Background: an optimization exercise with open tools, aiming at small area. Do not read the settings as production practice.
The RTL was checked by simulation tests, not by an equivalence proof against the original design.
The clock port is modelled as an ideal driver; clocking choices that lean on that would not hold on a real chip.

==> amber <==
==> flow/design.v <==
package mips_pkg;
  localparam logic [5:0] OP_RTYPE = 6'h00;
  localparam logic [5:0] OP_J     = 6'h02;
  localparam logic [5:0] OP_JAL   = 6'h03;
  localparam logic [5:0] OP_BEQ   = 6'h04;
  localparam logic [5:0] OP_BNE   = 6'h05;
  localparam logic [5:0] OP_ADDIU = 6'h09;
  localparam logic [5:0] OP_ANDI  = 6'h0c;
  localparam logic [5:0] OP_ORI   = 6'h0d;
  localparam logic [5:0] OP_XORI  = 6'h0e;
  localparam logic [5:0] OP_LUI   = 6'h0f;
  localparam logic [5:0] OP_LB    = 6'h20;
  localparam logic [5:0] OP_LH    = 6'h21;
  localparam logic [5:0] OP_LW    = 6'h23;
  localparam logic [5:0] OP_LBU   = 6'h24;
  localparam logic [5:0] OP_LHU   = 6'h25;
  localparam logic [5:0] OP_SB    = 6'h28;
  localparam logic [5:0] OP_SH    = 6'h29;
  localparam logic [5:0] OP_SW    = 6'h2b;
  localparam logic [5:0] FUNCT_JR = 6'h08;
  localparam logic [31:0] NOP_INSN = 32'h00000000;
  typedef struct packed {
    logic [5:0]  opcode;
    logic [4:0]  rs;
    logic [4:0]  rt;
    logic [4:0]  rd;
    logic [4:0]  shamt;
    logic [5:0]  funct;
    logic [15:0] imm16;
    logic [25:0] target;
  } insn_fields_t;
  typedef struct packed {
    logic        valid;
    logic [31:0] pc;
    logic [31:0] insn;
  } if_id_t;
  typedef struct packed {
    logic        valid;
    logic [31:0] pc;
    logic [31:0] insn;
    logic [31:0] rs_data;
    logic [31:0] rt_data;
    logic [31:0] imm;
    logic [4:0]  dest_reg;
    logic        reg_write;
    logic        is_load;
  } id_ex_t;
  function automatic insn_fields_t fields(
    input logic [31:0] w
  );
    fields = {w[31:26], w[25:21], w[20:16], w[15:11],
              w[10:6], w[5:0], w[15:0], w[25:0]};
  endfunction
endpackage
module rf_ao22 (
  input  logic a, b, c, d,
  output logic y
);
  assign y = (a & b) | (c & d);
endmodule
module rf_aoi222 (
  input  logic a0, s0, a1, s1, a2, s2,
  output logic y
);
  assign y = ~((a0 & s0) | (a1 & s1) | (a2 & s2));
endmodule
module rf_nand2 (
  input  logic a0, s0,
  output logic y
);
  assign y = ~(a0 & s0);
endmodule
module rf_join (
  input  logic [10:0] n,
  input  logic        q, h,
  output logic        y
);
  assign y = ~&n | (q & h);
endmodule
module rf_rdcol (
  input  logic [30:0] d,
  input  logic [30:0] s,
  input  logic        q,
  input  logic        h,
  output logic        y
);
  logic [10:0] n;
  for (genvar k = 0; k < 10; k++) begin : g_t
    rf_aoi222 u_t (
      .a0(d[3*k]),   .s0(s[3*k]),
      .a1(d[3*k+1]), .s1(s[3*k+1]),
      .a2(d[3*k+2]), .s2(s[3*k+2]),
      .y (n[k])
    );
  end
  rf_nand2 u_l (.a0(d[30]), .s0(s[30]), .y(n[10]));
  rf_join  u_j (.n(n), .q(q), .h(h), .y(y));
endmodule
module rf_inv (
  input  logic a,
  output logic y
);
  assign y = ~a;
endmodule
module rf_line (
  input  logic a, b,
  output logic y
);
  logic n;
  rf_nand2 u_n (.a0(a), .s0(b), .y(n));
  rf_inv   u_i (.a(n), .y(y));
endmodule
module rf_dec (
  input  logic        en,
  input  logic [4:0]  a,
  output logic [31:1] y
);
  logic [7:0] hi;
  logic [3:0] lo;
  always_comb begin
    for (int j = 0; j < 8; j++) hi[j] = en & (a[4:2] == j[2:0]);
    for (int k = 0; k < 4; k++) lo[k] = (a[1:0] == k[1:0]);
  end
  for (genvar i = 1; i < 32; i++) begin : g_l
    rf_line u_l (.a(hi[i/4]), .b(lo[i%4]), .y(y[i]));
  end
endmodule
module rf_decn (
  input  logic        en,
  input  logic [4:0]  a,
  output logic [31:1] y_n
);
  logic [7:0] hi;
  logic [3:0] lo;
  always_comb begin
    for (int j = 0; j < 8; j++) hi[j] = en & (a[4:2] == j[2:0]);
    for (int k = 0; k < 4; k++) lo[k] = (a[1:0] == k[1:0]);
  end
  for (genvar i = 1; i < 32; i++) begin : g_l
    rf_nand2 u_n (.a0(hi[i/4]), .s0(lo[i%4]), .y(y_n[i]));
  end
endmodule
module decode #(
  parameter logic [31:0] RESET_PC = 32'h80020000,
  parameter logic [31:0] NOP_INSN = mips_pkg::NOP_INSN
) (
  input  logic        clk,
  input  logic        rst,
  input  logic [31:0] pc_in,
  input  logic [31:0] insn_in,
  input  logic        stall_in,
  input  logic        flush,
  input  logic        wb_en,
  input  logic [4:0]  wb_addr,
  input  logic [31:0] wb_data,
  output logic        stall_out,
  output logic        valid_out,
  output logic [31:0] pc_out,
  output logic [31:0] insn_out,
  output logic [31:0] rs_data,
  output logic [31:0] rt_data,
  output logic [31:0] imm_out,
  output logic [4:0]  dest_reg,
  output logic        reg_write,
  output logic        is_load
);
  logic        if_valid;
  logic [31:0] if_pc;
  logic [31:0] if_insn;
  logic        ex_valid;
  logic [31:0] ex_pc;
  logic [31:0] ex_insn;
  logic [31:0] ex_rs;
  logic [31:0] ex_rt;
  logic [31:1][31:0] rf;
  logic        adv;       
  logic        ex_hold;   
  logic        if_keep;   
  logic        ex_ld;     
  logic        if_pc_hd;  
  logic        ex_pc_ld;  
  logic        ex_ld_op, ex_zext, if_uses_rt;
  logic [4:0]  ex_dest;
  logic [4:0]  ra1, ra2;
  function automatic logic f_uses_rt(input logic [5:0] op);
    f_uses_rt = (op == 6'h00) || (op == 6'h28) || (op == 6'h29) ||
                (op == 6'h2b) || (op == 6'h04) || (op == 6'h05);
  endfunction
  function automatic logic f_is_ld(input logic [5:0] op);
    f_is_ld = (op == 6'h20) || (op == 6'h21) || (op == 6'h23) ||
              (op == 6'h24) || (op == 6'h25);
  endfunction
  function automatic logic [4:0] f_dest(input logic [31:0] w);
    logic [5:0] op;
    op = w[31:26];
    if (op == 6'h00)
      f_dest = (w[5:0] == 6'h08) ? 5'd0 : w[15:11];
    else if ((op == 6'h09) || (op == 6'h0c) || (op == 6'h0d) ||
             (op == 6'h0e) || (op == 6'h0f) || f_is_ld(op))
      f_dest = w[20:16];
    else if (op == 6'h03)
      f_dest = 5'd31;
    else
      f_dest = 5'd0;
  endfunction
  assign ra1        = if_insn[25:21];
  assign ra2        = if_insn[20:16];
  assign if_uses_rt = f_uses_rt(if_insn[31:26]);
  assign ex_dest    = f_dest(ex_insn);
  assign ex_ld_op   = f_is_ld(ex_insn[31:26]);
  assign ex_zext    = (ex_insn[31:26] == 6'h0c) || (ex_insn[31:26] == 6'h0d) ||
                      (ex_insn[31:26] == 6'h0e);
  assign stall_out = if_valid && ex_valid && ex_ld_op &&
    ex_insn[20:16] != 5'd0 &&
    (ex_insn[20:16] == ra1 || (if_uses_rt && ex_insn[20:16] == ra2));
  assign ex_hold  = ~rst & ~flush & stall_in;
  assign ex_ld    = ~rst & ~flush & ~stall_in & ~stall_out;
  assign adv      = ex_ld;
  assign if_keep  = ~rst & ~flush & (stall_in | stall_out);
  assign if_pc_hd = ~rst & ~adv;
  assign ex_pc_ld = ~rst & ~ex_hold;
  logic [31:1]       wen, whd, wsel_n;
  logic              nrst;
  logic [31:1][31:0] rf_d;
  assign nrst = ~rst;
  rf_dec  u_wen (.en(wb_en & nrst), .a(wb_addr), .y(wen));
  rf_decn u_wsl (.en(wb_en), .a(wb_addr), .y_n(wsel_n));
  for (genvar i = 1; i < 32; i++) begin : g_whd
    rf_line u_l (.a(wsel_n[i]), .b(nrst), .y(whd[i]));
  end
  for (genvar i = 1; i < 32; i++) begin : g_row
    for (genvar b = 0; b < 32; b++) begin : g_bit
      rf_ao22 u_d (.a(wb_data[b]), .b(wen[i]), .c(rf[i][b]), .d(whd[i]),
                   .y(rf_d[i][b]));
    end
  end
  always_ff @(posedge clk) rf <= rf_d;
  logic [30:0] s1, s2;
  logic [31:0] rs_d, rt_d;
  rf_dec u_rs_dec (.en(ex_ld), .a(ra1), .y(s1));
  rf_dec u_rt_dec (.en(ex_ld), .a(ra2), .y(s2));
  for (genvar b = 0; b < 32; b++) begin : g_rd
    logic [30:0] c;
    for (genvar i = 1; i < 32; i++) begin : g_c
      assign c[i-1] = rf_d[i][b];
    end
    rf_rdcol u_rs (.d(c), .s(s1), .q(ex_rs[b]), .h(ex_hold), .y(rs_d[b]));
    rf_rdcol u_rt (.d(c), .s(s2), .q(ex_rt[b]), .h(ex_hold), .y(rt_d[b]));
  end
  logic [31:0] if_insn_d, if_pc_d, ex_insn_d, ex_pc_d;
  for (genvar b = 0; b < 32; b++) begin : g_pipe
    rf_ao22 u_ii (.a(insn_in[b]), .b(adv), .c(if_insn[b]), .d(if_keep),
                  .y(if_insn_d[b]));
    rf_ao22 u_ei (.a(if_insn[b]), .b(ex_ld), .c(ex_insn[b]), .d(ex_hold),
                  .y(ex_insn_d[b]));
    if (RESET_PC[b]) begin : g_one
      assign if_pc_d[b] = (pc_in[b] & adv) | (if_pc[b] & if_pc_hd) | rst;
      assign ex_pc_d[b] = (if_pc[b] & ex_pc_ld) | (ex_pc[b] & ex_hold) | rst;
    end else begin : g_zero
      rf_ao22 u_ip (.a(pc_in[b]), .b(adv), .c(if_pc[b]), .d(if_pc_hd),
                    .y(if_pc_d[b]));
      rf_ao22 u_ep (.a(if_pc[b]), .b(ex_pc_ld), .c(ex_pc[b]), .d(ex_hold),
                    .y(ex_pc_d[b]));
    end
  end
  always_ff @(posedge clk) begin
    if_valid <= adv | (if_keep & if_valid);
    if_insn  <= if_insn_d;
    if_pc    <= if_pc_d;
    ex_valid <= (if_valid & ex_ld) | (ex_valid & ex_hold);
    ex_insn  <= ex_insn_d;
    ex_pc    <= ex_pc_d;
    ex_rs    <= rs_d;
    ex_rt    <= rt_d;
  end
  assign valid_out = ex_valid;
  assign pc_out    = ex_pc;
  assign insn_out  = ex_insn;
  assign rs_data   = ex_rs;
  assign rt_data   = ex_rt;
  assign imm_out   = {{16{ex_insn[15] & ~ex_zext}}, ex_insn[15:0]};
  assign dest_reg  = ex_dest;
  assign reg_write = ex_valid && ex_dest != 5'd0;
  assign is_load   = ex_valid && ex_ld_op;
endmodule
==> flow/flow/run.sh <==
#!/bin/bash
# Layout: the standard ORFS flow (standard.sh), with
#  - inverters driving 16+ loads sized up before placement (pre_gp.tcl),
#  - resizer changes made during timing-driven global placement kept
#    virtual (the resize step after placement does the real repair),
#  - the port buffers inserted as the smallest buffer cell,
#  - clock tree sinks clustered 25 to a buffer (within 80 um), no dummy loads,
#  - slack-driven downsizing right after clock tree synthesis (post_cts.tcl);
#    the repair after global routing then restores the setup margin.
set -euo pipefail
here=$(pwd)
export PRE_GLOBAL_PLACE_TCL="$here/flow/pre_gp.tcl"
export GPL_KEEP_OVERFLOW=0
export BUFFER_PORTS_ARGS="-buffer_cell sky130_fd_sc_hd__buf_1"
export CTS_ARGS="-sink_clustering_enable -repair_clock_nets -sink_clustering_size 25 -sink_clustering_max_diameter 80 -dont_use_dummy_load"
export POST_CTS_TCL="$here/flow/post_cts.tcl"
bash standard.sh > "$here/standard_flow.log" 2>&1
==> flow/flow/post_cts.tcl <==
# After clock tree synthesis: trade unneeded drive strength for area on
# paths with timing slack, then legalize the resized cells again.
estimate_parasitics -placement
repair_timing -recover_power 100 -verbose
detailed_placement
check_placement -verbose
==> flow/flow/pre_gp.tcl <==
# Before global placement: inverters that drive 16 or more loads (the
# decoded row and select lines of the register file) are sized up so the
# lines need no extra buffering: the read-select lines, which sit on the
# longest path, to inv_4, the write lines to inv_2 (same area as inv_1).
set n2 0
set n4 0
foreach inst [get_cells *] {
  if {[get_property $inst ref_name] != "sky130_fd_sc_hd__inv_1"} continue
  set pin [get_pins -of_objects $inst -filter "direction == output"]
  set net [get_nets -of_objects $pin]
  set loads [get_pins -of_objects $net -filter "direction == input"]
  if {[llength $loads] < 16} continue
  set rd 0
  foreach l $loads {
    if {[string match "*a222oi*" [get_property [get_cells -of_objects $l] ref_name]]} { set rd 1; break }
  }
  if {$rd} {
    replace_cell $inst sky130_fd_sc_hd__inv_4
    incr n4
  } else {
    replace_cell $inst sky130_fd_sc_hd__inv_2
    incr n2
  }
}
puts "line drivers resized: $n4 to inv_4, $n2 to inv_2"
==> flow/standard.sh <==
#!/bin/bash
# synth_recipe.tcl (not shown) runs the flow's synth.tcl, then flattens the netlist and writes it again
# the make line also repeats each setting of config.mk as NAME=value (left out here)
make -C /OpenROAD-flow-scripts/flow DESIGN_CONFIG=/design/flow/config.mk WORK_HOME=/design/flow/orfs CLKGATE_MAP_FILE= SYNTH_SCRIPT=/design/flow/synth_recipe.tcl "${@:-finish}"
==> flow/config.mk <==
export PLATFORM = sky130hd
export DESIGN_NAME = decode
export DESIGN_NICKNAME = decode
export VERILOG_FILES = /design/flow/design.v
export SDC_FILE = /design/flow/constraint.sdc
export NUM_CORES = 4
export LEC_CHECK = 0
export CAP_MARGIN = 20
export CORE_MARGIN = 2
export CORE_UTILIZATION = 55
export SETUP_SLACK_MARGIN = 0.2
export SLEW_MARGIN = 20
export SYNTH_HIERARCHICAL = 1
export SYNTH_MINIMUM_KEEP_SIZE = 0
==> flow/constraint.sdc <==
create_clock -name core_clock -period 5.0 [get_ports {clk}]
set_input_delay 1.0000 -clock core_clock [delete_from_list [all_inputs] [get_ports {clk}]]
set_output_delay 1.0000 -clock core_clock [all_outputs]
set_load 0.01 [all_outputs]
==> sierra: changes against amber <==
--- a/flow/design.v
+++ b/flow/design.v
@@ -66,24 +66,9 @@
 endmodule
-module rf_nand2 (
-  input  logic a0, s0,
-  output logic y
-);
-  assign y = ~(a0 & s0);
-endmodule
-module rf_join (
-  input  logic [10:0] n,
-  input  logic        q, h,
+module rf_rdcol (
+  input  logic [32:0] d,
+  input  logic [32:0] s,
   output logic        y
 );
-  assign y = ~&n | (q & h);
-endmodule
-module rf_rdcol (
-  input  logic [30:0] d,
-  input  logic [30:0] s,
-  input  logic        q,
-  input  logic        h,
-  output logic        y
-);
   logic [10:0] n;
-  for (genvar k = 0; k < 10; k++) begin : g_t
+  for (genvar k = 0; k < 11; k++) begin : g_t
     rf_aoi222 u_t (
@@ -95,48 +80,3 @@
   end
-  rf_nand2 u_l (.a0(d[30]), .s0(s[30]), .y(n[10]));
-  rf_join  u_j (.n(n), .q(q), .h(h), .y(y));
-endmodule
-module rf_inv (
-  input  logic a,
-  output logic y
-);
-  assign y = ~a;
-endmodule
-module rf_line (
-  input  logic a, b,
-  output logic y
-);
-  logic n;
-  rf_nand2 u_n (.a0(a), .s0(b), .y(n));
-  rf_inv   u_i (.a(n), .y(y));
-endmodule
-module rf_dec (
-  input  logic        en,
-  input  logic [4:0]  a,
-  output logic [31:1] y
-);
-  logic [7:0] hi;
-  logic [3:0] lo;
-  always_comb begin
-    for (int j = 0; j < 8; j++) hi[j] = en & (a[4:2] == j[2:0]);
-    for (int k = 0; k < 4; k++) lo[k] = (a[1:0] == k[1:0]);
-  end
-  for (genvar i = 1; i < 32; i++) begin : g_l
-    rf_line u_l (.a(hi[i/4]), .b(lo[i%4]), .y(y[i]));
-  end
-endmodule
-module rf_decn (
-  input  logic        en,
-  input  logic [4:0]  a,
-  output logic [31:1] y_n
-);
-  logic [7:0] hi;
-  logic [3:0] lo;
-  always_comb begin
-    for (int j = 0; j < 8; j++) hi[j] = en & (a[4:2] == j[2:0]);
-    for (int k = 0; k < 4; k++) lo[k] = (a[1:0] == k[1:0]);
-  end
-  for (genvar i = 1; i < 32; i++) begin : g_l
-    rf_nand2 u_n (.a0(hi[i/4]), .s0(lo[i%4]), .y(y_n[i]));
-  end
+  assign y = ~&n;
 endmodule
@@ -212,5 +152,4 @@
                       (ex_insn[31:26] == 6'h0e);
-  assign stall_out = if_valid && ex_valid && ex_ld_op &&
-    ex_insn[20:16] != 5'd0 &&
-    (ex_insn[20:16] == ra1 || (if_uses_rt && ex_insn[20:16] == ra2));
+  assign stall_out = if_valid && ex_valid && ex_ld_op && ex_dest != 5'd0 &&
+    (ex_dest == ra1 || (if_uses_rt && ex_dest == ra2));
   assign ex_hold  = ~rst & ~flush & stall_in;
@@ -221,10 +160,10 @@
   assign ex_pc_ld = ~rst & ~ex_hold;
-  logic [31:1]       wen, whd, wsel_n;
-  logic              nrst;
+  logic [31:1]       wsel, wen, whd;
   logic [31:1][31:0] rf_d;
-  assign nrst = ~rst;
-  rf_dec  u_wen (.en(wb_en & nrst), .a(wb_addr), .y(wen));
-  rf_decn u_wsl (.en(wb_en), .a(wb_addr), .y_n(wsel_n));
-  for (genvar i = 1; i < 32; i++) begin : g_whd
-    rf_line u_l (.a(wsel_n[i]), .b(nrst), .y(whd[i]));
+  always_comb begin
+    for (int i = 1; i < 32; i++) begin
+      wsel[i] = wb_en && (wb_addr == i[4:0]);
+      wen[i]  = wsel[i] & ~rst;
+      whd[i]  = ~wsel[i] & ~rst;
+    end
   end
@@ -237,13 +176,29 @@
   always_ff @(posedge clk) rf <= rf_d;
-  logic [30:0] s1, s2;
+  logic        byp1, byp2;
+  logic [32:0] s1, s2;
   logic [31:0] rs_d, rt_d;
-  rf_dec u_rs_dec (.en(ex_ld), .a(ra1), .y(s1));
-  rf_dec u_rt_dec (.en(ex_ld), .a(ra2), .y(s2));
+  assign byp1 = wb_en && (wb_addr == ra1) && (ra1 != 5'd0);
+  assign byp2 = wb_en && (wb_addr == ra2) && (ra2 != 5'd0);
+  always_comb begin
+    for (int i = 1; i < 32; i++) begin
+      s1[i-1] = ex_ld & ~byp1 & (ra1 == i[4:0]);
+      s2[i-1] = ex_ld & ~byp2 & (ra2 == i[4:0]);
+    end
+    s1[31] = ex_ld & byp1;
+    s2[31] = ex_ld & byp2;
+    s1[32] = ex_hold;
+    s2[32] = ex_hold;
+  end
   for (genvar b = 0; b < 32; b++) begin : g_rd
-    logic [30:0] c;
+    logic [32:0] c1, c2;
     for (genvar i = 1; i < 32; i++) begin : g_c
-      assign c[i-1] = rf_d[i][b];
-    end
-    rf_rdcol u_rs (.d(c), .s(s1), .q(ex_rs[b]), .h(ex_hold), .y(rs_d[b]));
-    rf_rdcol u_rt (.d(c), .s(s2), .q(ex_rt[b]), .h(ex_hold), .y(rt_d[b]));
+      assign c1[i-1] = rf[i][b];
+      assign c2[i-1] = rf[i][b];
+    end
+    assign c1[31] = wb_data[b];
+    assign c2[31] = wb_data[b];
+    assign c1[32] = ex_rs[b];
+    assign c2[32] = ex_rt[b];
+    rf_rdcol u_rs (.d(c1), .s(s1), .y(rs_d[b]));
+    rf_rdcol u_rt (.d(c2), .s(s2), .y(rt_d[b]));
   end
==> flow/run.sh (new file) <==
#!/bin/bash
# synth_recipe.tcl (not shown) runs the flow's synth.tcl, then flattens the netlist and writes it again
# the make line also repeats each setting of config.mk as NAME=value (left out here)
make -C /OpenROAD-flow-scripts/flow DESIGN_CONFIG=/design/flow/config.mk WORK_HOME=/design/flow/orfs CLKGATE_MAP_FILE= SYNTH_SCRIPT=/design/flow/synth_recipe.tcl finish
CORE_UTILIZATION = 40   (was 55)
SETUP_SLACK_MARGIN = default   (was 0.2)
removed: flow/flow/run.sh
removed: flow/flow/post_cts.tcl
removed: flow/flow/pre_gp.tcl
removed: flow/standard.sh
==> run summary <==
amber completed without violations. sierra finished with timing, DRC and antenna clean.
Hold slack: sierra is lower than amber (0.0073 ns).
Of sierra and amber, sierra has the higher first-iteration DRC count (gap 11%, measured against amber).
Of amber and sierra, amber has the higher global-route usage (gap 12 points).
Utilization: amber is higher than sierra (10 points).
In amber the maximum frequency is larger than in sierra, by about 2.6%.
Against sierra, the via count of amber is smaller by 2.0%.
Between amber and sierra, the lower wire length is in amber (gap about 3.3%, measured against sierra).

separate check: timing with driven ports:
How much do the figures lean on ideal ports? The routed layouts below were timed once more, with nothing changed but the port constraints.
Step 1: set_driving_cell puts a clkbuf_16 on clk and a buf_2 on each other input, an assumption about the parent block.
Step 2, shift: input delay + t, output delay - t, t = (earliest + latest rising clock arrival at the registers) / 2. This alone moves slack from input paths to output paths.
Slacks: ideal ports / drivers / drivers and shift; pairs: ideal ports / drivers.
run | shift t [ns] | setup WS [ns] | hold slack, ns
amber | 0.736 | 0.295 / 0.295 / 0.020 | 0.474 / 0.473 / 0.474
sierra | 0.797 | 0.172 / 0.172 / 0.172 | 0.467 / 0.467 / 0.467
After both steps every run listed still meets setup and hold. For amber, which loses most, drivers alone change the setup slack by 0.000 ns; drivers and shift together by -0.275 ns.
